Source: an optimization exercise on an open RTL-to-GDS flow (aim: small area, a short achievable clock period and few clock cycles per item). Production flows keep margins and buffers that such runs may drop. Where RTL was checked, it was by simulation tests only, not by an equivalence proof against the original. The RTL of runs 1 and 2 was laid out without a check of its function. Power figures rest on the tool's default switching activity, not on a simulated workload.

### flow/design.v
package softreg_pkg;
	localparam int SR_ADDR_W = 32;
	localparam int SR_DATA_W = 32;
	localparam int SR_REQ_W = 1 + 1 + SR_ADDR_W + SR_DATA_W;
	localparam int NUM_APPS     = 4;
	localparam int REGS_PER_APP = 4;
	localparam int APP_SEL_LSB  = 4;
	localparam int APP_SEL_W    = $clog2(NUM_APPS);
	localparam int REG_IDX_LSB  = 2;
	localparam int REG_IDX_W    = $clog2(REGS_PER_APP);
	localparam int REQ_PIPE_STAGES  = 2;
	localparam int RESP_PIPE_STAGES = 2;
	localparam logic [1:0] AXI_RESP_OKAY = 2'b00;
	typedef enum logic {
		SR_OP_WRITE,
		SR_OP_READ
	} sr_op_t;
	typedef enum logic [2:0] {
		ST_IDLE,
		ST_ISSUE_WR,
		ST_WR_RESP,
		ST_ISSUE_RD,
		ST_WAIT_RD,
		ST_RD_RESP
	} bridge_state_t;
	typedef struct packed {
		logic                 valid;
		logic [SR_DATA_W-1:0] data;
	} sr_resp_t;
endpackage
`timescale 1ns/1ns
module stage_pipe #(
	parameter int WIDTH  = 1,
	parameter int STAGES = 2
) (
	input  logic             global_clk,
	input  logic             global_rst_n,
	input  logic [WIDTH-1:0] in_bus,
	output logic [WIDTH-1:0] out_bus
);
	logic [WIDTH-1:0] stage_q [STAGES];
	always_ff @(posedge global_clk) begin
		if (global_rst_n) begin
			for (int i = 0; i < STAGES; i++) begin
				stage_q[i] <= '0;
			end
		end else begin
			stage_q[0] <= in_bus;
			for (int i = 1; i < STAGES; i++) begin
				stage_q[i] <= stage_q[i-1];
			end
		end
	end
	assign out_bus = stage_q[STAGES-1];
endmodule
`timescale 1ns/1ns
import softreg_pkg::*;
module scratch_app #(
	parameter int APP_ID = 0
) (
	input  logic                                global_clk,
	input  logic                                global_rst_n,
	input  logic                                req_valid,
	input  softreg_pkg::sr_op_t                 req_op,
	input  logic [softreg_pkg::SR_ADDR_W-1:0]   req_addr,
	input  logic [softreg_pkg::SR_DATA_W-1:0]   req_data,
	output softreg_pkg::sr_resp_t               resp
);
	logic [SR_DATA_W-1:0] regs_q [REGS_PER_APP];
	logic [APP_SEL_W-1:0] app_sel;
	logic [REG_IDX_W-1:0] reg_idx;
	logic                 hit;
	assign app_sel = req_addr[APP_SEL_LSB +: APP_SEL_W];
	assign reg_idx = req_addr[REG_IDX_LSB +: REG_IDX_W];
	assign hit     = req_valid && (app_sel == APP_SEL_W'(APP_ID));
	always_ff @(posedge global_clk) begin
		if (global_rst_n) begin
			for (int i = 0; i < REGS_PER_APP; i++) begin
				regs_q[i] <= '0;
			end
			resp <= '0;
		end else begin
			if (hit && req_op == SR_OP_WRITE) begin
				regs_q[reg_idx] <= req_data;
			end
			if (hit && req_op == SR_OP_READ) begin
				resp.valid <= 1'b1;
				resp.data  <= regs_q[reg_idx];
			end else begin
				resp <= '0;
			end
		end
	end
endmodule
`timescale 1ns/1ns
import softreg_pkg::*;
module resp_or_tree (
	input  logic                                          global_clk,
	input  logic                                          global_rst_n,
	input  logic [softreg_pkg::NUM_APPS-1:0][softreg_pkg::SR_DATA_W:0] app_resp,
	output softreg_pkg::sr_resp_t                         merged
);
	logic [NUM_APPS-1:0][SR_DATA_W:0]   cap_q;
	logic [NUM_APPS/2-1:0][SR_DATA_W:0] pair_q;
	always_ff @(posedge global_clk) begin
		if (global_rst_n) begin
			for (int i = 0; i < NUM_APPS; i++) begin
				cap_q[i] <= '0;
			end
			for (int i = 0; i < NUM_APPS/2; i++) begin
				pair_q[i] <= '0;
			end
			merged <= '0;
		end else begin
			for (int i = 0; i < NUM_APPS; i++) begin
				cap_q[i] <= app_resp[i];
			end
			for (int i = 0; i < NUM_APPS/2; i++) begin
				pair_q[i] <= cap_q[2*i] | cap_q[2*i+1];
			end
			merged <= pair_q[0] | pair_q[1];
		end
	end
endmodule
`timescale 1ns/1ns
import softreg_pkg::*;
module axil_softreg_bridge (
	input  logic                              global_clk,
	input  logic                              global_rst_n,
	input  logic                              awvalid,
	input  logic [softreg_pkg::SR_ADDR_W-1:0] awaddr,
	output logic                              awready,
	input  logic                              wvalid,
	input  logic [softreg_pkg::SR_DATA_W-1:0] wdata,
	output logic                              wready,
	output logic                              bvalid,
	output logic [1:0]                        bresp,
	input  logic                              bready,
	input  logic                              arvalid,
	input  logic [softreg_pkg::SR_ADDR_W-1:0] araddr,
	output logic                              arready,
	output logic                              rvalid,
	output logic [softreg_pkg::SR_DATA_W-1:0] rdata,
	output logic [1:0]                        rresp,
	input  logic                              rready,
	output logic                              req_valid,
	output softreg_pkg::sr_op_t               req_op,
	output logic [softreg_pkg::SR_ADDR_W-1:0] req_addr,
	output logic [softreg_pkg::SR_DATA_W-1:0] req_data,
	input  softreg_pkg::sr_resp_t             resp
);
	softreg_pkg::bridge_state_t        state;
	softreg_pkg::bridge_state_t        state_nxt;
	logic                 wr_pending;
	logic                 wr_accept;
	logic                 rd_accept;
	logic [SR_ADDR_W-1:0] addr_q;
	logic [SR_DATA_W-1:0] data_q;
	logic [SR_DATA_W-1:0] rdata_q;
	assign wr_pending = awvalid && wvalid;
	assign awready = (state == ST_IDLE);
	assign wready  = (state == ST_IDLE);
	assign arready = (state == ST_IDLE) && !wr_pending;
	assign wr_accept = awready && wr_pending;
	assign rd_accept = arready && arvalid;
	assign bvalid = (state == ST_WR_RESP);
	assign bresp  = AXI_RESP_OKAY;
	assign rvalid = (state == ST_RD_RESP);
	assign rresp  = AXI_RESP_OKAY;
	assign rdata  = rdata_q;
	assign req_valid = (state == ST_ISSUE_WR) || (state == ST_ISSUE_RD);
	assign req_op    = (state == ST_ISSUE_RD) ? SR_OP_READ : SR_OP_WRITE;
	assign req_addr  = addr_q;
	assign req_data  = data_q;
	always_comb begin
		state_nxt = state;
		case (state)
			ST_IDLE: begin
				if (wr_accept) begin
					state_nxt = ST_ISSUE_WR;
				end else if (rd_accept) begin
					state_nxt = ST_ISSUE_RD;
				end
			end
			ST_ISSUE_WR: state_nxt = ST_WR_RESP;
			ST_WR_RESP: begin
				if (bready) begin
					state_nxt = ST_IDLE;
				end
			end
			ST_ISSUE_RD: state_nxt = ST_WAIT_RD;
			ST_WAIT_RD: begin
				if (resp.valid) begin
					state_nxt = ST_RD_RESP;
				end
			end
			ST_RD_RESP: begin
				if (rready) begin
					state_nxt = ST_IDLE;
				end
			end
			default: state_nxt = ST_IDLE;
		endcase
	end
	always_ff @(posedge global_clk) begin
		if (global_rst_n) begin
			state   <= ST_IDLE;
			rdata_q <= '0;
		end else begin
			state <= state_nxt;
			if (state == ST_WAIT_RD && resp.valid) begin
				rdata_q <= resp.data;
			end
		end
	end
	always_ff @(posedge global_clk) begin
		if (wr_accept) begin
			addr_q <= awaddr;
			data_q <= wdata;
		end else if (rd_accept) begin
			addr_q <= araddr;
		end
	end
endmodule
`timescale 1ns/1ns
import softreg_pkg::*;
module app_shell_top (
	input  logic                                global_clk,
	input  logic                                global_rst_n,
	input  logic                                awvalid,
	input  logic [softreg_pkg::SR_ADDR_W-1:0]   awaddr,
	output logic                                awready,
	input  logic                                wvalid,
	input  logic [softreg_pkg::SR_DATA_W-1:0]   wdata,
	input  logic [softreg_pkg::SR_DATA_W/8-1:0] wstrb,
	output logic                                wready,
	output logic                                bvalid,
	output logic [1:0]                          bresp,
	input  logic                                bready,
	input  logic                                arvalid,
	input  logic [softreg_pkg::SR_ADDR_W-1:0]   araddr,
	output logic                                arready,
	output logic                                rvalid,
	output logic [softreg_pkg::SR_DATA_W-1:0]   rdata,
	output logic [1:0]                          rresp,
	input  logic                                rready
);
	localparam int NREGS = NUM_APPS * REGS_PER_APP;
	localparam int IDX_W = APP_SEL_W + REG_IDX_W;
	logic                 rst;
	logic                 ready_q;
	logic                 wr_acc;
	logic                 rd_acc;
	logic [IDX_W-1:0]     wr_idx;
	logic [SR_DATA_W-1:0] regs_q [NREGS];
	logic [SR_DATA_W-1:0] wr_data;
	logic [NREGS-1:0]     wr_en;
	logic                 b1_q;
	logic                 b2_q;
	logic                 b1_nxt;
	logic                 b2_nxt;
	logic                 rvalid_q;
	logic [SR_DATA_W-1:0] rdata_q;
	logic                 sk_v_q;
	logic [NREGS-1:0]     sk_sel_q;
	logic                 sk_v_nxt;
	logic                 r_free;
	logic                 r_load;
	logic [IDX_W-1:0]     ar_idx;
	logic [NREGS-1:0]     rd_sel;
	logic [SR_DATA_W-1:0] rd_mux;
	assign rst = global_rst_n;
	assign awready = ready_q;
	assign wready  = ready_q;
	assign arready = ready_q;
	assign bvalid  = b1_q;
	assign bresp   = AXI_RESP_OKAY;
	assign rvalid  = rvalid_q;
	assign rdata   = rdata_q;
	assign rresp   = AXI_RESP_OKAY;
	assign wr_acc = ready_q && awvalid && wvalid;
	assign rd_acc = ready_q && arvalid;
	assign wr_idx = awaddr[REG_IDX_LSB +: IDX_W];
	assign wr_data = rst ? '0 : wdata;
	always_comb begin
		for (int i = 0; i < NREGS; i++) begin
			wr_en[i] = rst || (wr_acc && wr_idx == IDX_W'(i));
		end
	end
	always_ff @(posedge global_clk) begin
		for (int i = 0; i < NREGS; i++) begin
			if (wr_en[i]) begin
				regs_q[i] <= wr_data;
			end
		end
	end
	assign b1_nxt = wr_acc || b2_q || (b1_q && !bready);
	assign b2_nxt = (b2_q || (b1_q && wr_acc)) && !bready;
	assign r_free   = !rvalid_q || rready;
	assign ar_idx   = araddr[REG_IDX_LSB +: IDX_W];
	assign r_load   = (sk_v_q || rd_acc) && r_free;
	assign sk_v_nxt = (sk_v_q || rd_acc) && !r_free;
	always_comb begin
		rd_mux = '0;
		for (int i = 0; i < NREGS; i++) begin
			rd_sel[i] = sk_sel_q[i] || (ready_q && ar_idx == IDX_W'(i));
			rd_mux    = rd_mux | (regs_q[i] & {SR_DATA_W{rd_sel[i]}});
		end
	end
	always_ff @(posedge global_clk) begin
		if (r_free) begin
			rdata_q <= rd_mux;
		end
	end
	always_ff @(posedge global_clk) begin
		if (rst) begin
			ready_q  <= 1'b1;
			b1_q     <= 1'b0;
			b2_q     <= 1'b0;
			rvalid_q <= 1'b0;
			sk_v_q   <= 1'b0;
			sk_sel_q <= '0;
		end else begin
			ready_q  <= !sk_v_nxt && !b2_nxt;
			b1_q     <= b1_nxt;
			b2_q     <= b2_nxt;
			rvalid_q <= r_load || (rvalid_q && !rready);
			sk_v_q   <= sk_v_nxt;
			sk_sel_q <= sk_v_nxt ? rd_sel : '0;
		end
	end
endmodule
### flow/run.sh
#!/bin/bash
# synth_recipe.tcl (not shown) runs the flow's synth.tcl, then flattens the netlist and writes it again
# the make line also repeats each setting of config.mk as NAME=value (left out here)
make -C /OpenROAD-flow-scripts/flow DESIGN_CONFIG=/design/flow/config.mk WORK_HOME=/design/flow/orfs CLKGATE_MAP_FILE= SYNTH_SCRIPT=/design/flow/synth_recipe.tcl finish
### flow/config.mk
export PLATFORM = sky130hd
export DESIGN_NAME = app_shell_top
export DESIGN_NICKNAME = app_shell_top
export VERILOG_FILES = /design/flow/design.v
export SDC_FILE = /design/flow/constraint.sdc
export NUM_CORES = 4
export LEC_CHECK = 0
export ABC_AREA = 1
export CAP_MARGIN = 20
export CORE_MARGIN = 2
export CORE_UTILIZATION = 40
export CTS_BUF_LIST = sky130_fd_sc_hd__clkbuf_16
export CTS_CLUSTER_DIAMETER = 60
export CTS_CLUSTER_SIZE = 24
export SETUP_SLACK_MARGIN = 2.2
export SLEW_MARGIN = 20
### flow/constraint.sdc
create_clock -name core_clock -period 4.0 [get_ports {global_clk}]
set_input_delay 0.8000 -clock core_clock [delete_from_list [all_inputs] [get_ports {global_clk}]]
set_output_delay 0.8000 -clock core_clock [all_outputs]
set_load 0.01 [all_outputs]
==> impl.org, run 1 <==
** Run status
- Outcome :: finished clean

** Worst setup path
- Sort of element at the start of the critical path :: flop
- STA classifies the critical path endpoint as an output port.
- Maximum fanout encountered on the critical timing path :: 5
- The critical path in this run is classified as reg -> out.
- Reg-to-reg setup timing slack :: 2.17 ns
- STA puts the critical path data required time at 3.20 ns.
- Measured in cells, the most critical reg-to-reg path has a length of 13.
- The slowest stage of the critical path belongs to the cell dfxtp_4.
- Worst path max stage delay :: 0.35 ns
- Traced cell by cell, the critical path runs through buf_6, buf_6.
- STA puts the critical path data arrival time at 1.17 ns.
- In this design, the critical path's most frequently occurring cell is buf_6.
- The endpoint identified for the worst register-to-register timing path is rdata_q[17].
- The worst register-to-register path begins at ready_q.

** Floorplanning
- During I/O placement, the number of pins put on the boundary was 148.
- Die footprint :: 0.05882 sq mm
- Effective utilization at floorplan :: 40.44%
- Core outline area :: 0.05628 sq mm
- Placement Rows :: 87
- The floorplan step set the die height to 242.5 microns.
- Die X :: 242.5 microns

** STA
- Final Cycle Share :: 49.20%
- Setup repair after global routing could not meet its margin everywhere.
- TNS Setup :: 0 ns
- The clock arrives with 0.02408 ns of skew.
- For this run, the top clock speed supported by timing is 0.5082 GHz.
- Time the worst path needs with I/O delays and setup :: 1.968 ns
- Setup violations remaining at the end of the flow were counted as 0.
- Worst-margin pin slew :: 0.7101 ns
- In this run the tightest slew margin relative to its limit is 52.61%.
- The number of pins with negative max-slew slack in the final report is 0.
- Final hold violation count :: 0

** Final layout
- Cells fill 49.29% of the core in the end.
- Share of final-layout standard cells stronger than drive strength 1 :: 15.75%
- Filler instances :: 4,859
- Total number of nets in the final design :: 2,342
- After routing the design area is 0.02774 sq mm.
- Compared with the post-synthesis result, the final layout area differs by 21.88%.

** Global routing
- The first global-routing pass estimated 84,760 microns of wire.
- Pin count of the biggest net entering global routing :: 35
- Summed over all layers, the global routing overflow is 0.
- The number of antenna violations at the first check in global routing came to 1.
- Overall global routing resource usage :: 19.63%
- The number of global-route vias before repair is 13,470.

** Placement
- In this run the cell area measured after placement is 0.02495 sq mm.
- At the end of routability-driven placement, the weighted congestion stood at 0.7621.
- After legalization and detailed placement, the total HPWL measured 29,820 microns.
- Buffers placed on the I/O ports in this run total 83.

** Yosys
- Post-synthesis register bit count :: 565
- In the synthesized netlist, the number of instances is 2,058.
- Each instance of the synthesized netlist takes up on average 11.06 sq um.
- Sequential fraction of the synthesis area :: 73.62%
- After synthesis, the netlist uses 20 different library cells.
- Yosys warns :: 2
- Cell Area, Synth :: 0.02276 sq mm

** Pwr
- Summing internal, switching and leakage power gives 0.01242 W.
- Static Leakage :: 11.81 nW
- The worst-case IR drop observed on VDD is 287.1 uV.
- Power density normalized to cell area :: 447.8 mW/mm^2

** Route
- First-pass detailed-route iteration total :: 5
- Using the TritonRoute via totals, the vias-per-cell ratio works out to 4.692.
- Post-Route WL :: 61,260 microns
- Number of antenna-violating nets in the routed design :: 0
- Iteration-0 DRC Markers :: 1,423
- Per-cell routed wire length :: 20.26 microns
- For this run, design rule violations remaining after detail routing come to 0.
- Summing over every cut layer, the via total after detailed routing is 14,180.

** Clocking
- At the later pin of the worst-skew pair, clock insertion delay measures 0.58 ns.
- Clock tree synthesis found a total of 565 sinks.
- Bufs on Longest Clock Path :: 3
- Master cell of the clock root buffer :: clkbuf_16
- TritonCTS built the clock tree.
- H-Tree Level Count :: 2
- CTS clk-pin slew, worst paths :: 0.08 ns
- Total CTS buffers :: 39

** Hold path
- Along the worst hold path, the cell count comes to 2.
- Worst min path class :: reg -> reg
- In this run the most critical hold path is launched from sk_sel_q[0].
- The worst hold path terminates at sk_sel_q[0].

** Run
- Number of max-capacitance violations reported :: 0
## metal layers
layer,vias up,GRT usage [%],routed length (microns)
met5,-,0,0
met4,0,7.843,1712
met3,82,2.781,3989
met2,448,32.41,29290
met1,6807,26.21,26270
li1,6847,-,-
## cells in the mapped netlist, drive strengths merged
cell	count	area, sq um
nor3	1	10.01
buf	56	465.4
o21bai	8	90.09
conb	1	3.750
dfxtp	21	420.4
a21o	1	7.510
nand2	952	3576
a21oi	12	60.06
nor2	110	415.4
clkbuf	5	18.77
edfxtp	544	16340
nand3	13	82.58
o21ai	16	80.08
inv	318	1194
## sequential cells by signal, summed over array words and instances (netlist names)
name and flops:
regs_q 512, rdata_q 32, sk_sel_q 16, b1_q 1, b2_q 1, ready_q 1
rvalid_q 1, sk_v_q 1
## where the power goes
group / switching [W] / leakage [nW] / internal, W
sequential: 0.0000888 / 5.81 / 0.00690
clock: 0.00220 / 0.687 / 0.00226
combinational: 0.000653 / 5.31 / 0.000323
## final cells by class
type	count	area, sq um	share of cell area [%]
Clock inverter	32	421.7	1.520
Inverter	318	1209	4.357
Antenna cell	1	2.502	0.009021
Clock buffer	40	1001	3.608
Tap cell	756	945.9	3.410
Timing Repair Buffer	191	2375	8.561
Sequential cell	565	16760	60.44
Multi-Input combinational cell	1120	5020	18.10
## per-stage QoR
step	hold slack [ns]	setup slack (ns)	cells
final	0.4538	2.032	3023
after global routing	0.4741	2.003	3022
after CTS	0.4603	2.004	2999
after detailed placement	0.4439	0.7047	2881
after global placement	0.4395	0.7581	2881
after floorplan	0.4317	1.865	2061
## kinds of logic after synthesis
logic type | count (synthesis) | synth area share, %
buffers and inverters | 379 | 7.372
and+or+nand+nor | 1076 | 17.94
other | 1 | 0.01648
AOI/OAI and AO/OA | 37 | 1.045
DFF | 565 | 73.62
## worst max path at each step
stage                      start           end  slack (ns)  depth (start not counted)
floorplan           global_rst_n  regs_q[0][0]        1.86                          4
global placement       araddr[3]   rdata_q[12]        0.76                         12
detailed placement  global_rst_n  regs_q[1][0]        0.70                          4
CTS                      ready_q       arready        2.00                          2
global route             ready_q       arready        2.00                          2
finish                   ready_q       arready        2.03                          2
## what timing repair did
| action | 4_1_cts | 5_1_grt |
|---|---|---|
| pin swaps | 24 | 32 |
| hold buffers | 0 | 0 |
| cloned | 10 | 12 |
| gates resized for setup | 283 | 58 |
| setup buffers | 36 | 11 |
| endpoints found under the setup margin | 758 | 397 |
## critical path, delay by kind of cell, from the launching register on
kind	cells	cell delay, ns
DFF	1	0.35
buffers and inverters	2	0.24
## cell usage in the layout (no fill, tap or decap), drive strengths merged, types with 4 or more instances in the layout
cell type / Yosys / layout
nand2: 952 / 955
edfxtp: 544 / 544
inv: 318 / 328
buf: 56 / 138
nor2: 110 / 110
clkbuf: 5 / 51
clkdlybuf4s50: 0 / 36
dfxtp: 21 / 21
o21ai: 16 / 16
nand3: 13 / 13
clkinv: 0 / 13
a21oi: 12 / 12
o21bai: 8 / 8
bufinv: 0 / 5
clkinvlp: 0 / 4
conb: 1 / 4
dlygate4sd2: 0 / 4
==> run 2: changes to the inputs <==
--- a/flow/config.mk
+++ b/flow/config.mk
@@ -10,7 +10,7 @@
 export CORE_MARGIN = 2
 export CORE_UTILIZATION = 40
-export CTS_BUF_LIST = sky130_fd_sc_hd__clkbuf_16
-export CTS_CLUSTER_DIAMETER = 60
-export CTS_CLUSTER_SIZE = 24
-export SETUP_SLACK_MARGIN = 2.2
+export CTS_BUF_LIST = sky130_fd_sc_hd__clkbuf_8
+export CTS_CLUSTER_DIAMETER = 40
+export CTS_CLUSTER_SIZE = 20
+export SETUP_SLACK_MARGIN = 1.9
 export SLEW_MARGIN = 20
==> run 2 against run 1 <==
Against the previous run:
- worst hold slack gained 0.0025 ns
- wire length shrank 12%
- clock skew grew 0.013 ns
- cell area shrank 4.5%
- maximum frequency shrank 5.2%
- clock-buffer cell count grew 38
- critical path type unchanged
- largest cell class unchanged
- highest routed layer is now met5
==> impl.org, run 2 <==
** Route
- Post-detailed-route via-to-cell ratio :: 4.529
- The detail route stage leaves a number of antenna-violating nets equal to 0.
- First-pass detailed-route iteration total :: 5
- Via total after detailed routing :: 13,770
- Summed over all layers, the routed wires come to 53,780 microns.
- Per-cell routed wire length :: 17.70 microns
- Final routed DRC violation total :: 0
- Iteration-0 DRC Markers :: 1,045

** Floorplanning
- The floorplan step defined a die boundary enclosing 0.05882 sq mm.
- The initial utilization of the core area, before any placement, comes to 40.44%.
- Measured along the x axis, the die boundary spans 242.5 microns.
- Overall die height :: 242.5 microns
- In this run the core area contains 87 standard-cell rows.
- Core outline area :: 0.05628 sq mm
- 148 I/O pins were placed.

** Yosys
- Post-Syn Instances :: 2,058
- Most numerous cell in the Yosys netlist :: nand2_1
- Cell taking the most area after synthesis :: edfxtp_1
- Summed over its instances, the top area cell type makes up 71.78% of the synthesized netlist area.
- During synthesis, Yosys emitted a total of 2 warnings.
- Ranked by total cell area, the synthesized netlist is headed by edfxtp_1, nand2_1, inv_1, dfxtp_1, nor2_1.
- Post-synthesis register bit count :: 565
- In the synthesized netlist the dominant register cell turns out to be edfxtp_1.
- For this run, asynchronously set or reset flops after synthesis account for 0%.
- Number of synthesized flops with an enable pin :: 544
- Synthesis instantiated 20 different standard cells from the library.
- Top cells by instance count after synthesis :: nand2_1, edfxtp_1, inv_1
- In this run the mean area of a mapped cell was 11.06 sq um.
- Cell Area, Synth :: 0.02276 sq mm
- Sequential cells were found to cover 73.62% of the synthesized design area.

** STA
- Clock skew on the completed layout was measured at 0.03742 ns.
- For the pin with the worst max-slew slack, the measured transition is 1.061 ns.
- RSZ-0062 raised after global routing :: true
- TNS Setup :: 0 ns
- The number of pins with negative max-slew slack in the final report was 0.
- Setup violations remaining at the end of the flow were counted as 0.
- Across all hold checks on the routed design, the worst slack comes to 0.4562 ns.
- Final Cycle Share :: 51.90%
- Measured against its own limit, the worst slew margin works out to 29.01%.
- Time the worst path needs with I/O delays and setup :: 2.076 ns
- Max Clock Freq :: 0.4817 GHz
- Final worst-path setup slack :: 1.924 ns
- Final hold violation count :: 0

** Placement
- The congestion estimate from routability-driven global placement came to 0.7273.
- During placement, the flow inserted port buffers numbering 83.
- Worst slack, placed :: 0.7663 ns
- The wire-length estimate of the detail-placed layout is 28,540 microns.

** Global routing
- Initial antenna violation count :: 1
- Global routing used 32.18% of the available met2 tracks.
- Met1 Use GR :: 23.20%
- Number of global-route vias before repair :: 13,310
- Pin count of the biggest net entering global routing :: 37
- After global routing, the most crowded layer is met2.
- Congestion Overflow GR :: 0
- For this run, global-route usage on met3 was measured as 2.747%.
- The first global-routing pass estimated 79,900 microns of wire.
- Global routing consumed, over all layers together, 18.41% of the routing resources.

** Pwr
- Logic gate share of total power :: 6.3%
- The analysis attributes to net switching a power of 0.003110 W.
- In this run switching power makes up 24.92% of total power.
- VDD sags by at most 271.9 uV.
- Tot Pwr :: 0.01248 W
- In this run the static leakage power is 11.36 nW.
- Internal Dissipation :: 0.009367 W
- The share of total power dissipated in the clock network is 37.7%.
- Power spread over the standard cell area amounts to 471.0 mW/mm^2.
- Share of power burned in registers :: 56.0%

** Final layout
- Area growth, synth to finish :: 16.40%
- Filler instances :: 5,062
- The number of antenna diodes in the final layout is 0.
- Sequential Area :: 0.01676 sq mm
- Multi-input logic area :: 0.004666 sq mm
- The largest registers in the layout are regs_q (512), rdata_q (32), sk_sel_q (16).
- Most flops, register :: regs_q
- Total number of nets in the final design :: 2,328
- Highest-count cells in the layout ignoring fill and taps :: nand2_1, edfxtp_1, inv_1
- Cells with a size suffix above 1 make up 11.78% of the layout.
- Core utilization of the finished layout :: 47.07%
- Leaving out fill and tap cells, the most frequent cell in the layout is nand2_1.
- Flip-flop count of the largest register after layout :: 512

** Worst setup path
- In this run the critical register-to-register path is launched from ready_q.
- STA classifies the critical path startpoint as a flop.
- STA classifies the critical path endpoint as an output port.
- In this run the worst setup path begins at ready_q.
- Maximum fanout encountered on the critical timing path :: 4
- Req. time, crit path :: 3.20 ns
- Together, buffers and inverters on the worst path number 1.
- Slowest stage cell, crit path :: dfxtp_4
- Data on the critical path arrives at its endpoint at 1.28 ns.
- Crit Path Category :: reg -> out
- Worst path max stage delay :: 0.35 ns
- Among cell families on the critical path, the largest total delay comes from flip-flops.
- Critical-path cell list :: dlygate4sd2_1

** Clocking
- The number of hold buffers added after CTS was 0.
- The H-tree generated during clock tree synthesis spans 3 levels.
- Clock-pin slew was measured on the worst setup and hold paths at 0.07 ns.
- Counting along the longest clock path gives a buffer depth of 3.
- Total CTS buffers :: 77
- TritonCTS built the clock tree.
- Clock latency on the worst-skew pair :: 0.67 ns
- The tree is rooted in a clkbuf_8.
- The clock net in this run drives a total of 565 sinks.

** Run
- Max-cap violations in this run came to 0.

** Hold path
- Worst min-delay path startpoint :: sk_sel_q[4]
- The path class of the tightest hold or removal check is reg -> reg.

** Run status
- The run finished with no timing, DRC or antenna violations.
## run 2: power by group through the flow
stage               logic [W]  registers, W  clock network [W]
finish               0.000784       0.00699            0.00470
global route         0.000859       0.00702            0.00505
CTS                  0.000793       0.00699            0.00482
detailed placement   0.000821       0.00713                  0
global placement     0.000807       0.00712                  0
floorplan            0.000387       0.00714                  0
## run 2: worst paths after layout
check	slack, ns	end	depth (start not counted)
setup / recovery	1.92	wready	1
setup reg to reg	2.00	rdata_q[17]	12
hold reg to reg	0.46	sk_sel_q[4]	2
hold / removal	0.46	sk_sel_q[4]	2
## run 2: layout make-up
type / count / share of cell area (%)
Multi-Input combinational cell: 1117 / 17.61
Timing Repair Buffer: 142 / 4.794
Tap cell: 756 / 3.571
Inverter: 318 / 4.539
Clock buffer: 78 / 4.052
Clock inverter: 63 / 2.163
Sequential cell: 565 / 63.27
## run 2: worst reg2reg max path, delay by kind of cell, from the launching register on
kind	cells	cell delay, ns
buffers and inverters	3	0.45
flip-flops	1	0.35
AND/OR/NAND/NOR	9	0.93
## run 2: logic make-up (layout without fill, tap and decap cells)
logic type	after synthesis	in the layout	share of synthesized area, %
AND/OR/NAND/NOR	1076	1076	17.94
buffers and inverters	379	601	7.372
AO/OA/AOI/OAI	37	37	1.045
flip-flops	565	565	73.62
other	1	4	0.01648
## run 2: stage by stage
| stage | std cells | instance area, sq um |
|---|---|---|
| 4_1_cts | 3036 | 26440 |
| 2_1_floorplan | 2061 | 23070 |
| 6_report | 3039 | 26490 |
| 5_1_grt | 3039 | 26490 |
| 3_3_place_gp | 2882 | 24690 |
| 3_5_place_dp | 2882 | 24690 |
## run 2: repair_timing
item / CTS / global route
setup endpoints to repair: 583 / 137
pin swaps: 4 / 1
hold endpoints to repair: 0 / 0
gates resized for setup: 170 / 7
buffers inserted: 13 / 3
## run 2: per-layer routing
| metal | vias to the layer above | wire (microns) |
|---|---|---|
| li1 | 6807 | - |
| met1 | 6498 | 22760 |
| met2 | 359 | 26750 |
| met3 | 99 | 2819 |
| met4 | 2 | 1444 |
| met5 | - | 10 |
==> run 3: changes to the inputs <==
--- a/flow/design.v
+++ b/flow/design.v
@@ -94,32 +94,73 @@
 endmodule
 `timescale 1ns/1ns
-import softreg_pkg::*;
+module sr_aoi222 (
+	input  logic a1,
+	input  logic a2,
+	input  logic b1,
+	input  logic b2,
+	input  logic c1,
+	input  logic c2,
+	output logic y
+);
+	assign y = !((a1 && a2) || (b1 && b2) || (c1 && c2));
+endmodule
+module sr_nand2 (
+	input  logic a,
+	input  logic b,
+	output logic y
+);
+	assign y = !(a && b);
+endmodule
+module sr_nand3 (
+	input  logic a,
+	input  logic b,
+	input  logic c,
+	output logic y
+);
+	assign y = !(a && b && c);
+endmodule
+module sr_or2 (
+	input  logic a,
+	input  logic b,
+	output logic y
+);
+	assign y = a || b;
+endmodule
 module resp_or_tree (
-	input  logic                                          global_clk,
-	input  logic                                          global_rst_n,
-	input  logic [softreg_pkg::NUM_APPS-1:0][softreg_pkg::SR_DATA_W:0] app_resp,
-	output softreg_pkg::sr_resp_t                         merged
+	input  logic [15:0] d,
+	input  logic [15:0] sel,
+	output logic        y
 );
-	logic [NUM_APPS-1:0][SR_DATA_W:0]   cap_q;
-	logic [NUM_APPS/2-1:0][SR_DATA_W:0] pair_q;
-	always_ff @(posedge global_clk) begin
-		if (global_rst_n) begin
-			for (int i = 0; i < NUM_APPS; i++) begin
-				cap_q[i] <= '0;
-			end
-			for (int i = 0; i < NUM_APPS/2; i++) begin
-				pair_q[i] <= '0;
-			end
-			merged <= '0;
-		end else begin
-			for (int i = 0; i < NUM_APPS; i++) begin
-				cap_q[i] <= app_resp[i];
-			end
-			for (int i = 0; i < NUM_APPS/2; i++) begin
-				pair_q[i] <= cap_q[2*i] | cap_q[2*i+1];
-			end
-			merged <= pair_q[0] | pair_q[1];
-		end
+	logic [5:0] term_n;
+	logic [1:0] half;
+	for (genvar i = 0; i < 5; i++) begin : g_tri
+		sr_aoi222 u_aoi (
+			.a1 (d[3*i]),
+			.a2 (sel[3*i]),
+			.b1 (d[3*i+1]),
+			.b2 (sel[3*i+1]),
+			.c1 (d[3*i+2]),
+			.c2 (sel[3*i+2]),
+			.y  (term_n[i])
+		);
+	end
+	sr_nand2 u_last (
+		.a (d[15]),
+		.b (sel[15]),
+		.y (term_n[5])
+	);
+	for (genvar i = 0; i < 2; i++) begin : g_half
+		sr_nand3 u_nand (
+			.a (term_n[3*i]),
+			.b (term_n[3*i+1]),
+			.c (term_n[3*i+2]),
+			.y (half[i])
+		);
 	end
+	sr_or2 u_or (
+		.a (half[0]),
+		.b (half[1]),
+		.y (y)
+	);
 endmodule
 `timescale 1ns/1ns
@@ -263,5 +304,5 @@
 	logic [SR_DATA_W-1:0] rdata_q;
 	logic                 sk_v_q;
-	logic [NREGS-1:0]     sk_sel_q;
+	logic [IDX_W-1:0]     sk_idx_q;
 	logic                 sk_v_nxt;
 	logic                 r_free;
@@ -302,14 +343,27 @@
 	assign sk_v_nxt = (sk_v_q || rd_acc) && !r_free;
 	always_comb begin
-		rd_mux = '0;
 		for (int i = 0; i < NREGS; i++) begin
-			rd_sel[i] = sk_sel_q[i] || (ready_q && ar_idx == IDX_W'(i));
-			rd_mux    = rd_mux | (regs_q[i] & {SR_DATA_W{rd_sel[i]}});
+			rd_sel[i] = (sk_v_q && sk_idx_q == IDX_W'(i))
+				|| (ready_q && ar_idx == IDX_W'(i));
 		end
 	end
+	for (genvar b = 0; b < SR_DATA_W; b++) begin : g_rd_bit
+		logic [NREGS-1:0] col;
+		for (genvar i = 0; i < NREGS; i++) begin : g_col
+			assign col[i] = regs_q[i][b];
+		end
+		resp_or_tree u_merge (
+			.d   (col),
+			.sel (rd_sel),
+			.y   (rd_mux[b])
+		);
+	end
 	always_ff @(posedge global_clk) begin
 		if (r_free) begin
 			rdata_q <= rd_mux;
 		end
+		if (!sk_v_q) begin
+			sk_idx_q <= ar_idx;
+		end
 	end
 	always_ff @(posedge global_clk) begin
@@ -320,5 +374,4 @@
 			rvalid_q <= 1'b0;
 			sk_v_q   <= 1'b0;
-			sk_sel_q <= '0;
 		end else begin
 			ready_q  <= !sk_v_nxt && !b2_nxt;
@@ -327,5 +380,4 @@
 			rvalid_q <= r_load || (rvalid_q && !rready);
 			sk_v_q   <= sk_v_nxt;
-			sk_sel_q <= sk_v_nxt ? rd_sel : '0;
 		end
 	end
==> flow/config.mk (replaced) <==
export PLATFORM = sky130hd
export DESIGN_NAME = app_shell_top
export DESIGN_NICKNAME = app_shell_top
export VERILOG_FILES = /design/flow/design.v
export SDC_FILE = /design/flow/constraint.sdc
export NUM_CORES = 4
export LEC_CHECK = 0
export CAP_MARGIN = 20
export CORE_MARGIN = 2
export CORE_UTILIZATION = 40
export CTS_BUF_LIST = sky130_fd_sc_hd__clkbuf_16
export CTS_CLUSTER_DIAMETER = 60
export CTS_CLUSTER_SIZE = 24
export SETUP_SLACK_MARGIN = 2.2
export SLEW_MARGIN = 20
export SYNTH_HIERARCHICAL = 1
==> run 3 against run 2 <==
Against the previous run:
- die area decreased by 14%
- combinational power grew 39%
- sequential power down 1%
- still clean on timing, DRC and antenna
- via count fell by 13%
- critical endpoint is now rdata_q[12]
- highest routed layer unchanged
- maximum frequency down 8.7%
- global-route usage increased by 4.0 points
- first-iteration DRC count is 87% higher
==> impl.org, run 3 <==
** Run status
- The run finished with no timing, DRC or antenna violations.

** Clocking
- Total CTS buffers :: 35
- Clock latency on the worst-skew pair :: 0.59 ns
- For this design, the sink count on the clock tree is 553.
- Bufs on Longest Clock Path :: 3
- After clock tree synthesis, the flow added hold-fix buffers numbering 0.
- Master cell of the clock root buffer :: clkbuf_16
- CTS built an H-tree with a depth of 2.
- TritonCTS built the clock tree.
- After clock tree synthesis, the clock-pin slew on the worst setup and hold paths is 0.08 ns.

** Pwr
- Maximum VDD drop :: 341.2 uV
- Per report_power, the combinational group accounts for 9.2% of the total.
- Internal Dissipation :: 0.009074 W
- In this run switching power makes up 23.42% of total power.
- In this run, flip-flops and latches consume 58.1% of the power.
- For this design the total switching power over the nets is 0.002776 W.
- The clock network accounts for 32.7% of the total power.
- Power density normalized to cell area :: 461.4 mW/mm^2
- Static Leakage :: 9.184 nW
- Tot Pwr :: 0.01185 W

** Worst setup path
- Maximum fanout encountered on the critical timing path :: 8
- Critical-path cell list :: buf_4, nand2b_4, o22ai_4, clkbuf_16, a222oi_1, nand3_1, or2_1
- Worst path max stage delay :: 0.48 ns
- The largest individual stage delay along the critical path comes from the cell edfxtp_1.
- Sort of element at the start of the critical path :: flop
- The worst setup path is captured at a flop.
- Crit path arrival time :: 2.57 ns
- Crit Path Category :: reg -> reg
- Req. time, crit path :: 4.30 ns

** Route
- For this block, the via count after detailed routing is 11,910.
- For this block, the routed nets add up to 58,970 microns of wire.
- The first detailed-routing pass took 8 iterations.
- After detailed routing, the number of vias per cell comes to 6.247.
- For this block, the initial DRC count from the detailed router was 1,949.
- In this run the remaining antenna-violating nets after routing total 0.
- In the final routed layout, each cell accounts on average for 30.92 microns.
- After detailed routing, the number of remaining DRC violations is 0.

** Yosys
- Cell taking the most area after synthesis :: edfxtp_1
- Summing the areas of all compound-gate instances in the mapped netlist gives 9.650% of the synthesized area.
- Post-Syn Instances :: 957
- Ys async rst share :: 0%
- During synthesis, Yosys emitted a total of 8 warnings.
- Arithmetic-cell share of the synthesized area counting full adders, half adders and majority gates :: 0%
- Sequential elements use 84.57% of the synthesized area.
- The mapped netlist covers 0.01958 sq mm.
- Counting distinct cell types in the post-synthesis netlist gives 31.
- Of the post-synthesis cell area, the part taken by muxes is 0%.
- Top cells by instance count after synthesis :: edfxtp_1, a222oi_1, nand3_1
- Counting flops with a built-in enable in the synthesized netlist gives 548.
- Yosys top cell area share :: 84.05%
- By area, the combinational part of the netlist is dominated by compound AO/OA/AOI/OAI gates.
- After synthesis the netlist holds a flip-flop and latch count of 553.
- In this run the mean area of a mapped cell was 20.46 sq um.
- Most numerous cell in the Yosys netlist :: edfxtp_1
- Dominant cells by area after synthesis :: edfxtp_1, a222oi_1, nand3_1, nor2b_1, or2_1
- Post-synth top flop :: edfxtp_1
- Area fraction in and, or, nand and nor cells after synthesis :: 5.215%
- The synthesized netlist devotes 0% of its cell area to XOR and XNOR gates.

** Floorplanning
- Effective utilization at floorplan :: 40.24%
- Core outline area :: 0.04865 sq mm
- Measured along the y axis, the die boundary spans 225.2 microns.
- Die footprint :: 0.05073 sq mm
- The floorplan has 81 rows.
- In this run the count of I/O pins placed on the die edge is 148.
- From left edge to right edge, the die measures 225.2 microns.

** Final layout
- Share of final-layout standard cells stronger than drive strength 1 :: 30.43%
- The register with the most flip-flops in the layout has 512 of them.
- 0 antenna diodes ended up in the layout.
- Leaving out fill and tap cells, the most frequent cells in the layout are edfxtp_1, a222oi_1, buf_12.
- The finished cells cover 0.02568 sq mm.
- Relative to the synthesized area, the layout overhead comes to 31.18%.
- Leaving out fill and tap cells, the most frequent cell in the layout is edfxtp_1.
- regs_q holds more flip-flops than any other register.
- Total number of nets in the final design :: 1,370
- The largest registers in the layout are regs_q (512), rdata_q (32), sk_idx_q (4).

** Placement
- Weighted congestion at the end of routability-driven global placement :: 0.7256
- Detailed placement ended at an HPWL of 23,550 microns.
- Worst slack, placed :: 0.4918 ns
- In this run the cell area measured after placement is 0.02173 sq mm.
- Count of input and output buffers :: 83

** STA
- Worst-margin pin slew :: 0.7225 ns
- The worst path uses 56.86% of the clock period.
- Setup violations remaining at the end of the flow were counted as 0.
- Setup total negative slack on the finished layout was measured at 0 ns.
- Max_slew headroom :: 51.62%
- Setup repair after global routing could not meet its margin everywhere.
- The final number of hold-violating endpoints was 0.
- Max Clock Freq :: 0.4397 GHz
- Final Max Slew Viols :: 0
- After layout, the worst setup slack is 1.726 ns.
- Time the worst path needs with I/O delays and setup :: 2.274 ns
- Clock skew on the completed layout was measured at 0.02889 ns.

** Global routing
- The number of global-route vias before repair came to 11,590.
- Global routing finished with a remaining overflow of 0.
- The number of antenna violations at the first check in global routing was 1.
- Pin count of the biggest net entering global routing :: 42
- Overall global routing resource usage :: 22.46%
- Wire length of the first global-routing pass :: 80,230 microns

** Run
- Number of max-capacitance violations reported :: 0

** Hold path
- Worst min path class :: reg -> reg
==> run 3: what timing repair did <==
item,CTS,global route
setup buffers,104,41
resized for setup,276,29
pin swaps,61,42
gates cloned,24,7
endpoints found under the setup margin,627,469
==> run 3: area by class of cell <==
class | count | area, sq um
well taps | 622 | 778.2
flip-flops and latches | 553 | 16560
inverters | 2 | 7.507
repair buffers | 260 | 3258
multi-input cells | 411 | 3895
clock buffers | 37 | 925.9
clock inverters | 22 | 252.7
fillers | 3717 | 22970
==> run 3: path summary, 6_finish.rpt <==
kind	start	endpoint	slack [ns]	cells past startpoint
min reg2reg	b2_q	b1_q	0.53	1
max reg2reg	sk_idx_q[2]	rdata_q[12]	1.73	7
max	sk_idx_q[2]	rdata_q[12]	1.73	7
min	b2_q	b1_q	0.53	1
==> run 3: layer usage <==
metal | vias up | wire length (microns) | share of wire, % | global-route usage (%)
met5 | - | 10 | 0.017 | 0
met4 | 2 | 3561 | 6.0 | 12.37
met3 | 190 | 5188 | 8.8 | 3.142
met2 | 738 | 28460 | 48 | 37.78
met1 | 6038 | 21750 | 37 | 28.17
li1 | 4945 | - | - | -
==> run 3: worst max-delay path, delay by kind of cell (launching register included) <==
kind	cells	cell delay, ns
AO/OA/AOI/OAI	2	0.55
buffers and inverters	2	0.40
flip-flops	1	0.48
AND/OR/NAND/NOR	3	0.58
==> run 3: power by group through the flow <==
stage,combinational [W],clock (W),sequential (W)
floorplan,0.000353,0,0.00702
global placement,0.000761,0,0.00700
detailed placement,0.000768,0,0.00702
CTS,0.000998,0.00391,0.00688
global route,0.00113,0.00410,0.00692
finish,0.00109,0.00387,0.00689
==> run 3: stage by stage <==
stage | utilization (%) | std cells | hold slack, ns
CTS | 51.29 | 1859 | 0.5060
floorplan | - | 960 | 0.4532
finish | 52.79 | 1907 | 0.5327
detailed placement | 44.68 | 1672 | 0.4814
global route | 52.79 | 1907 | 0.5526
global placement | 44.68 | 1672 | 0.4835
==> run 3: kinds of logic after synthesis <==
group,count (synthesis)
AOI/OAI and AO/OA,197
buffers and inverters,16
DFF,553
other,1
and+or+nand+nor,190
==> run 3: Yosys stat by module, one instance, submodules excluded, a selection <==
module / area [sq um] / copies in the design
sr_nand2: 3.754 / 32
app_shell_top: 17340 / 1
sr_nand3: 5.005 / 64
sr_or2: 6.256 / 32
sr_aoi222: 10.01 / 160
Testbench counts of run 3, summed over its fixed seeds: cycles 4,808, txns 4,800.
==> run 4: changes to the inputs <==
--- a/flow/config.mk
+++ b/flow/config.mk
@@ -12,5 +12,5 @@
 export CTS_CLUSTER_DIAMETER = 60
 export CTS_CLUSTER_SIZE = 24
-export SETUP_SLACK_MARGIN = 2.2
+export SETUP_SLACK_MARGIN = 2.0
 export SLEW_MARGIN = 20
 export SYNTH_HIERARCHICAL = 1
==> run 4 against run 3 <==
Against the previous run:
- synthesized cell count unchanged
- critical endpoint is now rdata_q[31]
- power decreased by 4.4%
- largest cell class unchanged
- clock skew decreased by 0.0082 ns
- wire length decreased by 2.6%
- global-route usage decreased by 2.3 points
- sequential share of layout area increased by 2.5 points
- die area unchanged
- maximum frequency decreased by 2.8%
- still clean on timing, DRC and antenna
==> impl.org, run 4 <==
** Placement
- Detailed placer's ending HPWL :: 22,950 microns
- Buffers placed on the I/O ports in this run total 83.
- Summing all placed instances gives a cell area of 0.02165 sq mm.
- The number of placed instances, taps included, is 1,673.
- Weighted congestion at the end of routability-driven global placement :: 0.7051

** STA
- The final critical path takes up 58.48% of the cycle.
- Final number of setup-violating endpoints :: 0
- For the finished layout, the period the worst path requires is 2.339 ns.
- Final hold violation count :: 0
- Setup repair after global routing could not meet its margin everywhere.
- Worst hold-check slack :: 0.5062 ns
- Final setup skew :: 0.02067 ns
- Max_slew headroom :: 20.53%
- Worst-margin pin slew :: 1.190 ns
- TNS Setup :: 0 ns
- Final Max Slew Viols :: 0
- Max Clock Freq :: 0.4275 GHz

** Worst setup path
- The worst setup path is launched from a flop.
- Critical-path cell list :: buf_4, or2_4, buf_4, o22ai_4, buf_12, a222oi_1, nand3_1, or2_1
- Slowest stage cell, crit path :: edfxtp_1
- Crit path arrival time :: 2.68 ns
- Crit Path Category :: reg -> reg
- In this design, the stage delay of the slowest critical-path cell is 0.44 ns.
- Counting stages on the worst path, the most repeated cell is buf_4.
- In this run the worst path has a maximum fanout of 32.
- STA classifies the critical path endpoint as a flop.
- Req. time, crit path :: 4.34 ns

** Clocking
- In this run the number of H-tree levels came out at 1.
- Total CTS buffers :: 31
- Clock latency on the worst-skew pair, taken at its later pin, is 0.61 ns.
- Total number of clock tree sinks :: 553
- TritonCTS built the clock tree.
- The clock passes through at most 3 buffers.
- Clock tree synthesis selected as its root buffer the cell clkbuf_16.
- Cts hold-fix bufs :: 0
- CTS clk-pin slew, worst paths :: 0.08 ns

** Global routing
- Entering global routing, the biggest net connects 35 pins.
- Across every metal layer, demand over resource in global routing totals 20.12%.
- The number of antenna violations at the first check in global routing is 0.
- Wire length of the first global-routing pass :: 72,960 microns
- The total overflow left after global routing is 0.
- Number of global-route vias before repair :: 10,550

** Floorplanning
- For this design the top-level I/O count stands at 148.
- Placement Rows :: 81
- The floorplan step set the die height to 225.2 microns.
- The die is 225.2 microns wide.
- Effective utilization at floorplan :: 40.24%
- Die footprint :: 0.05073 sq mm
- After floorplanning, the core was sized to cover 0.04865 sq mm.

** Route
- The final route contains 11,430 vias.
- Post-detailed-route via-to-cell ratio :: 6.207
- First-pass detailed-route iteration total :: 10
- For this run, design rule violations remaining after detail routing come to 0.
- In the final routed layout, each cell accounts on average for 31.19 microns.
- The detail route stage leaves a number of antenna-violating nets equal to 0.
- For this block, the initial DRC count from the detailed router was 2,152.
- For this block, the routed nets add up to 57,460 microns of wire.

** Yosys
- Yosys printed 8 warnings.
- After synthesis, the share of flip-flops with an asynchronous set or reset is 0%.
- Synthesis inferred 553 register bits.
- The biggest area contributor in the post-synthesis netlist is edfxtp_1.
- The netlist uses 31 different library cells.
- After synthesis the cells add up to 0.01958 sq mm.
- Of the synthesized area, sequential elements account for 84.57%.
- Avg Synthesized Cell Area :: 20.46 sq um
- Post-Syn Instances :: 957
- In this run, synthesis inferred 548 flip-flops with an integrated enable.
- In the synthesized netlist, the cells that appear most often are edfxtp_1, a222oi_1, nand3_1.
- Post-synth top flop :: edfxtp_1
- Most numerous cell in the Yosys netlist :: edfxtp_1
- After synthesis, the largest area contributor takes up 84.05% of total cell area.
- In the post-synthesis netlist, the biggest area contributors are edfxtp_1, a222oi_1, nand3_1, nor2b_1, or2_1.

** Final layout
- Most common cell after layout, fill and taps aside :: edfxtp_1
- Summing all non-filler instances in the final layout gives an area of 0.02473 sq mm.
- Fill cells in the final layout number 3,816.
- Cells fill 50.83% of the core in the end.
- The number of antenna diodes in the final layout is 0.
- Of the cells placed in the final design, the portion with a size suffix greater than 1 is 25.25%.
- Excluding fillers, the count of instances in the completed layout stands at 1,842.
- The register with the most flip-flops in the layout has 512 of them.
- Ranked by flip-flop count, first place goes to regs_q.
- Highest-count cells in the layout ignoring fill and taps :: edfxtp_1, a222oi_1, nand3_1
- Top Registers :: regs_q (512), rdata_q (32), sk_idx_q (4)
- Total number of nets in the final design :: 1,310
- Area growth, synth to finish :: 26.31%

** Pwr
- Static Leakage :: 8.684 nW
- Power density normalized to cell area :: 458.2 mW/mm^2
- Maximum VDD drop :: 442.5 uV

** Run status
- The flow ran to the end and the layout has no timing, DRC or antenna violations.

** Run
- Number of max-capacitance violations reported :: 0

** Hold path
- Worst min path class :: reg -> reg
## run 4: cell counts after synthesis
Identical to the previous run, type by type.
## run 4: routing by layer
layer	share of wire [%]	GRT usage (%)	up-vias
met1	37	27.55	5820
met3	9.9	2.216	100
met2	50	34.61	697
met4	2.9	4.871	0
li1	-	-	4816
met5	0	0	-
## run 4: path summary, 6_finish.rpt
| kind | from | end | slack (ns) | cells after the start |
|---|---|---|---|---|
| worst min register to register | b2_q | b1_q | 0.51 | 1 |
| worst max-delay path | sk_idx_q[2] | rdata_q[31] | 1.66 | 8 |
| worst max register to register | sk_idx_q[2] | rdata_q[31] | 1.66 | 8 |
| worst min-delay path | b2_q | b1_q | 0.51 | 1 |
## run 4: per-module statistics from Yosys, one instance, submodules excluded, a selection
module	flops+latches	copies in the design	cells	area, sq um
sr_aoi222	0	160	1	10.01
sr_nand2	0	32	1	3.754
sr_nand3	0	64	1	5.005
sr_or2	0	32	1	6.256
app_shell_top	553	1	669	17340
## run 4: what timing repair did
item / 4_1_cts / 5_1_grt
gates resized for setup: 247 / 61
endpoints found under the setup margin: 885 / 552
endpoints found under the hold margin: 0 / 0
pin swaps: 46 / 49
gates cloned: 14 / 17
buffers inserted: 36 / 52
## run 4: kinds of logic after synthesis
group / share of synthesized area (%)
flops: 84.57
compound gates: 9.650
simple gates: 5.215
buf+inv: 0.5496
other cells: 0.01915
## run 4: critical path, delay by kind of cell (launching register included)
kind | cells | cell delay (ns)
AOI/OAI and AO/OA | 2 | 0.49
buffers and inverters | 3 | 0.49
DFF | 1 | 0.44
and+or+nand+nor | 3 | 0.63
## run 4: cell type report
class	instances	area, sq um	share of cell area [%]
sequential	553	16570	66.99
tap	622	778.2	3.147
inverter	2	7.507	0.03036
clock inverter	19	209.0	0.8450
multi-input combinational	408	3795	15.35
timing repair buffer	207	2596	10.50
clock buffer	31	775.7	3.137
## run 4: power breakdown
group / switching [W] / leakage (nW) / total (W) / internal (W)
combinational: 0.000612 / 2.48 / 0.000991 / 0.000379
clock: 0.00187 / 0.482 / 0.00345 / 0.00159
sequential: 0.0000948 / 5.73 / 0.00688 / 0.00679
total: 0.00257 / 8.68 / 0.0113 / 0.00876
## run 4: stage by stage
| stage | total power, W | worst slack, ns |
|---|---|---|
| finish | 0.01133 | 1.661 |
| global route | 0.01165 | 1.626 |
| CTS | 0.01119 | 1.569 |
| detailed placement | 0.007779 | 0.4971 |
| global placement | 0.007752 | 0.5338 |
| floorplan | 0.007365 | 1.708 |
==> run 5: changes to the inputs <==
--- a/flow/config.mk
+++ b/flow/config.mk
@@ -12,5 +12,5 @@
 export CTS_CLUSTER_DIAMETER = 60
 export CTS_CLUSTER_SIZE = 24
-export SETUP_SLACK_MARGIN = 2.0
+export SETUP_SLACK_MARGIN = 1.7
 export SLEW_MARGIN = 20
 export SYNTH_HIERARCHICAL = 1
==> run 5 against run 4 <==
Against the previous run:
- clock power barely moved
- global-route usage is essentially flat
- sequential share of layout area grew 2.6 points
- maximum frequency shrank 0.15%
- critical endpoint is now regs_q[14][20]
==> impl.org, run 5 <==
** Worst setup path
- For the worst setup path, the data arrival time is 2.67 ns.
- Along the worst path, the maximum fanout reaches 20.
- By startpoint and endpoint, the worst setup path is classified as in -> reg.
- The worst register-to-register path has a setup slack of 1.74 ns.
- Req. time, crit path :: 4.32 ns
- R2R Path End :: rdata_q[25]
- Critical R2R Launch :: sk_idx_q[1]
- Type of element capturing the critical path :: flop
- Measured in cells, the most critical reg-to-reg path has a length of 8.
- STA classifies the critical path startpoint as an input port.

** Final layout
- Highest-count cells in the layout ignoring fill and taps :: edfxtp_1, a222oi_1, nand3_1
- Relative to the synthesized area, the layout overhead comes to 21.60%.
- Filler instances :: 3,969
- Top Registers :: regs_q (512), rdata_q (32), sk_idx_q (4)
- The number of antenna diodes in the final layout is 0.
- Most flops, register :: regs_q
- Share of final-layout standard cells stronger than drive strength 1 :: 17.52%
- Final standard cell count with taps included and fillers excluded :: 1,809
- In the final design database the tool counted 1,275 nets.
- The register with the most flip-flops in the layout has 512 of them.
- The library cell used most frequently in the layout, excluding fill and tap cells, is edfxtp_1.

** Run status
- Outcome :: finished clean

** Floorplanning
- Pin placement for this block handled 148 I/O pins.
- Overall die height :: 225.2 microns
- Die footprint :: 0.05073 sq mm
- Die X :: 225.2 microns
- Effective utilization at floorplan :: 40.24%
- The initialized floorplan defines 81 standard-cell rows.
- Core outline area :: 0.04865 sq mm

** STA
- Worst hold-check slack :: 0.4574 ns
- The number of pins with negative max-slew slack in the final report is 0.
- Headroom to the max-slew limit came out at 23.99%.
- The clock period could shrink to 2.343 ns.
- The final number of hold-violating endpoints is 0.
- Final number of setup-violating endpoints :: 0
- For the pin with the worst max-slew slack, the measured transition is 1.138 ns.
- Derived from the worst setup path, the maximum achievable clock frequency is 0.4269 GHz.
- RSZ-0062 raised after global routing :: true
- Of the available clock period, the critical path in the final layout requires 58.57%.
- TNS Setup :: 0 ns
- Final setup skew :: 0.01307 ns

** Yosys
- The synthesized design contains 548 enable-type register cells.
- Of all flip-flops after synthesis, the portion carrying an async set or reset was 0%.
- The netlist uses 31 different library cells.
- Post-Syn Instances :: 957
- Post-synthesis register bit count :: 553
- The top cell type by area accounts for 84.05% of the synthesized area.
- Dominant cells by area after synthesis :: edfxtp_1, a222oi_1, nand3_1, nor2b_1, or2_1
- Most numerous cell in the Yosys netlist :: edfxtp_1
- Ranked by instance count, the synthesized netlist is headed by edfxtp_1, a222oi_1, nand3_1.
- The cell area that synthesis handed to floorplanning was 0.01958 sq mm.
- A synthesized cell averages 20.46 sq um.
- During synthesis, Yosys emitted a total of 8 warnings.
- Cell taking the most area after synthesis :: edfxtp_1
- Sequential cells were found to cover 84.57% of the synthesized design area.
- Post-synth top flop :: edfxtp_1

** Route
- After detailed routing, the number of remaining DRC violations is 0.
- After detailed routing, the number of vias per cell comes to 6.063.
- The final layout contains routed wiring with a total length of 52,570 microns.
- Once detail routing completed, the nets flagged for antenna violations numbered 0.
- The detailed router finished its first iteration with 1,706 violations.
- The routed layout has 10,970 vias.
- Per-cell routed wire length :: 29.06 microns
- First-pass detailed-route iteration total :: 9

** Pwr
- Switching power total :: 0.002493 W
- Clock network power share :: 30.8%
- Per report_power, the combinational group accounts for 7.7% of the total.
- Across the VDD grid, the largest voltage drop is 280.4 uV.
- Static Leakage :: 8.362 nW
- Net switching is 22.30% of the power.
- Per report_power, the sequential group accounts for 61.6% of the total.
- Power density normalized to cell area :: 469.6 mW/mm^2
- The internal power of the cells totals 0.008686 W.

** Clocking
- At the later pin of the worst-skew pair, clock insertion delay measures 0.61 ns.
- Master cell of the clock root buffer :: clkbuf_16
- H-Tree Level Count :: 1
- The clock net in this run drives a total of 553 sinks.
- The clock passes through at most 3 buffers.
- CTS tree :: yes
- CTS clk-pin slew, worst paths :: 0.08 ns
- Clock tree synthesis inserted a total of 31 buffers.

** Global routing
- Wire length of the first global-routing pass :: 72,810 microns
- Congestion Overflow GR :: 0
- Number of global-route vias before repair :: 10,660
- The number of antenna violations at the first check in global routing is 0.
- Overall global routing resource usage :: 20.15%
- Entering global routing, the biggest net connects 34 pins.

** Placement
- At the end of routability-driven placement, the weighted congestion stood at 0.7404.
- Port buffering added 83 buffers.
- Placed cells :: 1,689
- After legalization and detailed placement, the total HPWL measured 24,750 microns.

** Hold path
- In this run the worst hold path is classified as in -> reg.
- Worst hold path endpoint :: sk_idx_q[1]
- Worst hold path cell count :: 1
- Worst min-delay path startpoint :: araddr[3]

** Run
- Number of max-capacitance violations reported :: 0
-- run 5: cell counts after synthesis --
Identical to the previous run, type by type.
-- run 5: layout make-up --
cell class / count / area (sq um) / share of cell area [%]
clock inverters: 21 / 217.7 / 0.9145
well taps: 622 / 778.2 / 3.269
flip-flops and latches: 553 / 16560 / 69.56
inverters: 2 / 7.507 / 0.03153
multi-input cells: 400 / 3468 / 14.57
repair buffers: 180 / 1998 / 8.393
clock buffers: 31 / 775.7 / 3.259
-- run 5: cells by family (layout without fill, tap and decap cells) --
| group | Yosys count | count (layout) | share of synthesized area (%) |
|---|---|---|---|
| buffers and inverters | 16 | 234 | 0.5496 |
| AND/OR/NAND/NOR | 190 | 190 | 5.215 |
| flip-flops | 553 | 553 | 84.57 |
| other | 1 | 4 | 0.01915 |
| AO/OA/AOI/OAI | 197 | 206 | 9.650 |
-- run 5: stage by stage --
stage                     cell area, sq um  utilization (%)  power (W)  setup slack (ns)
after floorplan                      19790                -   0.007354             1.524
after global placement               21730            44.67   0.007774            0.4303
after detailed placement             21730            44.67   0.007797            0.4476
after CTS                            23300            47.91    0.01121             1.575
after global routing                 23810            48.94    0.01151             1.629
final                                23810            48.94    0.01118             1.657
-- run 5: worst max path at each step --
stage          slack [ns]        endpoint    startpoint  depth (start not counted)
6_report             1.66  regs_q[14][20]     awaddr[3]                          4
5_1_grt              1.63     rdata_q[10]   sk_idx_q[1]                          9
4_1_cts              1.58  regs_q[14][20]     awaddr[3]                          4
3_5_place_dp         0.45     rdata_q[26]     araddr[5]                          7
3_3_place_gp         0.43     rdata_q[26]     araddr[5]                          7
2_1_floorplan        1.52    regs_q[0][0]  global_rst_n                          3
-- run 5: power groups by stage --
stage | Combinational [W] | Sequential, W | Clock (W)
after floorplan | 0.000326 | 0.00703 | 0
after global placement | 0.000770 | 0.00700 | 0
after detailed placement | 0.000777 | 0.00702 | 0
after CTS | 0.000819 | 0.00689 | 0.00350
after global routing | 0.000908 | 0.00692 | 0.00368
final | 0.000857 | 0.00688 | 0.00344
-- run 5: repair_timing --
action	4_1_cts	5_1_grt
setup buffers	30	25
hold buffers	0	0
setup endpoints to repair	261	167
gates resized for setup	64	47
endpoints found under the hold margin	0	0
cloned	9	4
pin swaps	14	40
-- run 5: critical path, stage by stage --
cell and delay [ns]:
clkdlybuf4s50_1 0.63, nor2b_1 0.40, a41o_4 0.58, buf_12 0.21
-- run 5: layer usage --
layer	GRT usage, %	up-vias	wire [microns]
met5	0	-	0
met1	25.12	5644	20030
met3	2.816	106	4161
met4	9.250	0	1919
met2	34.95	518	26450
li1	-	4700	-
-- run 5: modules after synthesis, one instance, submodules excluded, a selection --
module	cells inside	flip-flops and latches
app_shell_top	669	553
sr_aoi222	1	0
sr_nand2	1	0
sr_nand3	1	0
sr_or2	1	0
==> run 6: changes to the inputs <==
--- a/flow/config.mk
+++ b/flow/config.mk
@@ -12,5 +12,5 @@
 export CTS_CLUSTER_DIAMETER = 60
 export CTS_CLUSTER_SIZE = 24
-export SETUP_SLACK_MARGIN = 1.7
+export SETUP_SLACK_MARGIN = 1.9
 export SLEW_MARGIN = 20
 export SYNTH_HIERARCHICAL = 1
==> run 6 against run 5 <==
Against the previous run:
- cell area grew 0.80%
- clock-buffer cell count grew 4
- utilization grew 0.39 points
- combinational power is essentially flat
- register-to-register slack gained 0.14 ns
- worst setup slack gained 0.20 ns
- sequential cell count is the same
- critical path type is now reg -> out
- largest power group unchanged
- sequential share of layout area shrank 0.54 points
- still clean
- global-route usage shrank 0.51 points
- via count shrank 0.54%
- critical path depth shrank 2
==> impl.org, run 6 <==
** Pwr
- Tot Pwr :: 0.01144 W
- Net switching is 22.63% of the power.
- Per report_power, the sequential group accounts for 60.2% of the total.
- The internal power of the cells totals 0.008850 W.
- Power density normalized to cell area :: 476.6 mW/mm^2
- Logic gate share of total power :: 7.5%
- Maximum VDD drop :: 281.5 uV
- The analysis attributes to cell leakage a power of 8.432 nW.
- The analysis attributes to net switching a power of 0.002588 W.
- Of the total power, the clock network draws 32.3%.

** Floorplanning
- The die covers 0.05073 sq mm.
- After floorplanning, the core was divided into 81 placement rows.
- Number of ports placed on the die boundary :: 148
- The die is 225.2 microns tall.
- Effective utilization at floorplan :: 40.24%
- Die X :: 225.2 microns
- The region available for standard cell placement spans 0.04865 sq mm.

** STA
- Across the routed clock network, the largest skew measured is 0.03222 ns.
- In the finished design, the share of the clock period the worst path needs comes to 53.48%.
- RSZ-0062 raised after global routing :: true
- Static timing analysis puts the maximum clock frequency at 0.4674 GHz.
- Time the worst path needs with I/O delays and setup :: 2.139 ns
- Final Max Slew Viols :: 0
- At the pin with the least slew margin, the transition time is 1.192 ns.
- TNS Setup :: 0 ns
- Worst hold-check slack :: 0.5081 ns
- Measured against its own limit, the worst slew margin works out to 20.39%.
- Final number of setup-violating endpoints :: 0
- Final hold violation count :: 0

** Worst setup path
- Type of element capturing the critical path :: output port
- The critical path goes through buf_4, dlygate4sd2_1.
- Sort of element at the start of the critical path :: flop
- At the worst endpoint, the arrival time is 1.34 ns.
- The worst setup path is of the reg -> out kind.
- Maximum fanout encountered on the critical timing path :: 8
- For this run, the slowest stage of the critical path takes 0.38 ns.
- Req. time, crit path :: 3.20 ns
- Depth of the worst register-to-register path :: 7
- The largest individual stage delay along the critical path comes from the cell dfxtp_4.
- Together, buffers and inverters on the worst path number 2.
- Among cell families on the critical path, the largest total delay comes from buffers and inverters.
- The critical path crosses 2 cells after its start point.

** Yosys
- Top cells by instance count after synthesis :: edfxtp_1, a222oi_1, nand3_1
- The top cell type by area accounts for 84.05% of the synthesized area.
- Synthesis inferred 553 register bits.
- Number of distinct standard cells referenced by the synthesized netlist :: 31
- Number of synthesized flops with an enable pin :: 548
- Sequential fraction of the synthesis area :: 84.57%
- Avg Synthesized Cell Area :: 20.46 sq um
- Most numerous cell in the Yosys netlist :: edfxtp_1
- Post-Syn Instances :: 957
- Of all cell types, the one taking the most synthesized area is edfxtp_1.
- Post-synth top flop :: edfxtp_1
- Ranked by total cell area, the synthesized netlist is headed by edfxtp_1, a222oi_1, nand3_1, nor2b_1, or2_1.
- For this run, the number of Yosys warnings is 8.
- The mapped netlist covers 0.01958 sq mm.
- In the synthesized netlist the async set-or-reset flop fraction comes to 0%.

** Clocking
- The number of clock buffers added by TritonCTS is 34.
- The clock passes through at most 3 buffers.
- Clock tree synthesis found a total of 553 sinks.
- TritonCTS built the clock tree.
- Master cell of the clock root buffer :: clkbuf_16
- The later pin in the worst-skew pair is clocked with a latency of 0.57 ns.
- CTS clk-pin slew, worst paths :: 0.08 ns
- The H-tree generated during clock tree synthesis spans 2 levels.

** Route
- Post-detailed-route via-to-cell ratio :: 6.014
- Dividing the detail-routed wire length by the instance count gives 27.63 microns.
- In the routed design, unresolved DRC markers number 0.
- Wires add up to 50,130 microns.
- The pre-antenna-repair detailed-routing pass consisted of 9 iterations.
- The detail route stage leaves a number of antenna-violating nets equal to 0.
- The routed layout has 10,910 vias.
- The first routing iteration left 1,703 violations.

** Global routing
- Pin count of the biggest net entering global routing :: 34
- Wire length of the first global-routing pass :: 71,210 microns
- Overall global routing resource usage :: 19.64%
- The number of global-route vias before repair was 10,560.
- Congestion Overflow GR :: 0
- The number of antenna violations at the first check in global routing came to 0.

** Final layout
- The largest registers in the layout are regs_q (512), rdata_q (32), sk_idx_q (4).
- The post-route netlist has 20.22% of its cells at a drive strength greater than 1.
- regs_q holds more flip-flops than any other register.
- At the end of the flow the core is filled with cells to 49.33%.
- Inserted Diodes :: 0
- Flip-flop count of the largest register after layout :: 512
- In the layout the commonest cells are edfxtp_1, a222oi_1, nand3_1.
- Leaving out fill and tap cells, the most frequent cell in the layout is edfxtp_1.
- Total number of nets in the final design :: 1,279
- Filler instances :: 3,949
- Area growth, synth to finish :: 22.58%

** Hold path
- Worst min path class :: in -> reg
- Counting instances, the worst hold path has a depth of 1.

** Placement
- Count of input and output buffers :: 83
- Detailed placer's ending HPWL :: 25,350 microns
- At the end of routability-driven placement, the weighted congestion stood at 0.7257.

** Run
- Across the run, the number of max-cap violations was 0.

** Run status
- Outcome :: finished clean
run 6: timing repair:
item                       4_1_cts  5_1_grt
hold endpoints to repair         0        0
resized for setup              142       51
cloned                           2        2
hold buffers                     0        0
pin swaps                       25       42
setup buffers                   29       32
setup endpoints to repair      574      698
run 6: layout make-up:
cell class,instances,area (sq um),share of cell area [%]
tap,622,778.2,3.243
clock inverter,21,217.7,0.9072
clock buffer,35,875.8,3.650
timing repair buffer,189,2101,8.754
multi-input combinational,392,3455,14.40
inverter,2,7.507,0.03128
sequential,553,16560,69.02
run 6: path summary, 6_finish.rpt:
kind	from	to	slack, ns
worst max register to register	sk_idx_q[2]	rdata_q[24]	1.88
worst min register to register	b2_q	b2_q	0.51
worst min-delay path	araddr[2]	sk_idx_q[0]	0.51
worst max-delay path	ready_q	awready	1.86
run 6: power by group through the flow:
| stage | Combinational, W | Clock [W] | Sequential, W |
|---|---|---|---|
| floorplan | 0.000321 | 0 | 0.00703 |
| finish | 0.000859 | 0.00370 | 0.00688 |
| global placement | 0.000775 | 0 | 0.00701 |
| detailed placement | 0.000783 | 0 | 0.00702 |
| global route | 0.000915 | 0.00395 | 0.00692 |
| CTS | 0.000814 | 0.00374 | 0.00689 |
run 6: routing by layer:
layer  vias to the layer above  track usage (%)  share of wire, %
met5                         -                0                 0
met4                         0            5.106               2.1
met3                        69            2.973               8.3
met2                       495            34.31                51
met1                      5659            25.74                39
li1                       4686                -                 -
run 6: Yosys stat by module (local to each module, per instance), excerpt:
module	cells	flops+latches	times used
sr_or2	1	0	32
sr_nand3	1	0	64
sr_nand2	1	0	32
app_shell_top	669	553	1
sr_aoi222	1	0	160
run 6: worst reg2reg max path, stage by stage, from the launching register on:
cell and delay (ns):
edfxtp_1 0.46, buf_4 0.18, nand2b_4 0.13, o22ai_4 0.09
buf_12 0.19, a222oi_1 0.43, nand3_1 0.15, or2_1 0.26
run 6: stage by stage:
step | setup WS, ns | cell area (sq um) | std cells
finish | 1.861 | 24000 | 1814
global route | 1.794 | 24000 | 1814
CTS | 1.699 | 23550 | 1780
detailed placement | 0.5865 | 21780 | 1693
global placement | 0.6125 | 21780 | 1693
floorplan | 1.663 | 19730 | 960
run 6: cell families (layout without fill, tap and decap cells):
group | count (synthesis) | in the layout | synth area share, %
flip-flops | 553 | 553 | 84.57
AO/OA/AOI/OAI | 197 | 198 | 9.650
AND/OR/NAND/NOR | 190 | 190 | 5.215
buffers and inverters | 16 | 247 | 0.5496
other | 1 | 4 | 0.01915

==> afterwards: timing with drivers on the ports <==
The results above use ideal ports. As a check the final layouts listed here were re-extracted and re-timed, cells and wires unchanged.
Step 1 assumes that a clkbuf_16 drives the clock port and a buf_2 every other input.
Step 2, shift: input delay + t, output delay - t, t = (earliest + latest rising clock arrival at the registers) / 2. This alone moves slack from input paths to output paths.
Three values: ideal ports, drivers, drivers and shift; two values: the first two.
run	shift t [ns]	setup slack, ns	worst setup path after step 2
run 1	0.632	2.032 / 1.973 / 1.544	input to register
run 2	0.706	1.924 / 1.869 / 1.263	input to register
run 3	0.629	1.726 / 1.726 / 1.144	input to register
run 4	0.662	1.661 / 1.661 / 1.112	input to register
run 5	0.659	1.657 / 1.686 / 1.029	input to register
run 6	0.609	1.861 / 1.806 / 1.298	input to register
After both steps setup and hold are still met in every run listed. For run 2, which loses most, drivers alone change the setup slack by -0.055 ns; drivers and shift together by -0.661 ns.
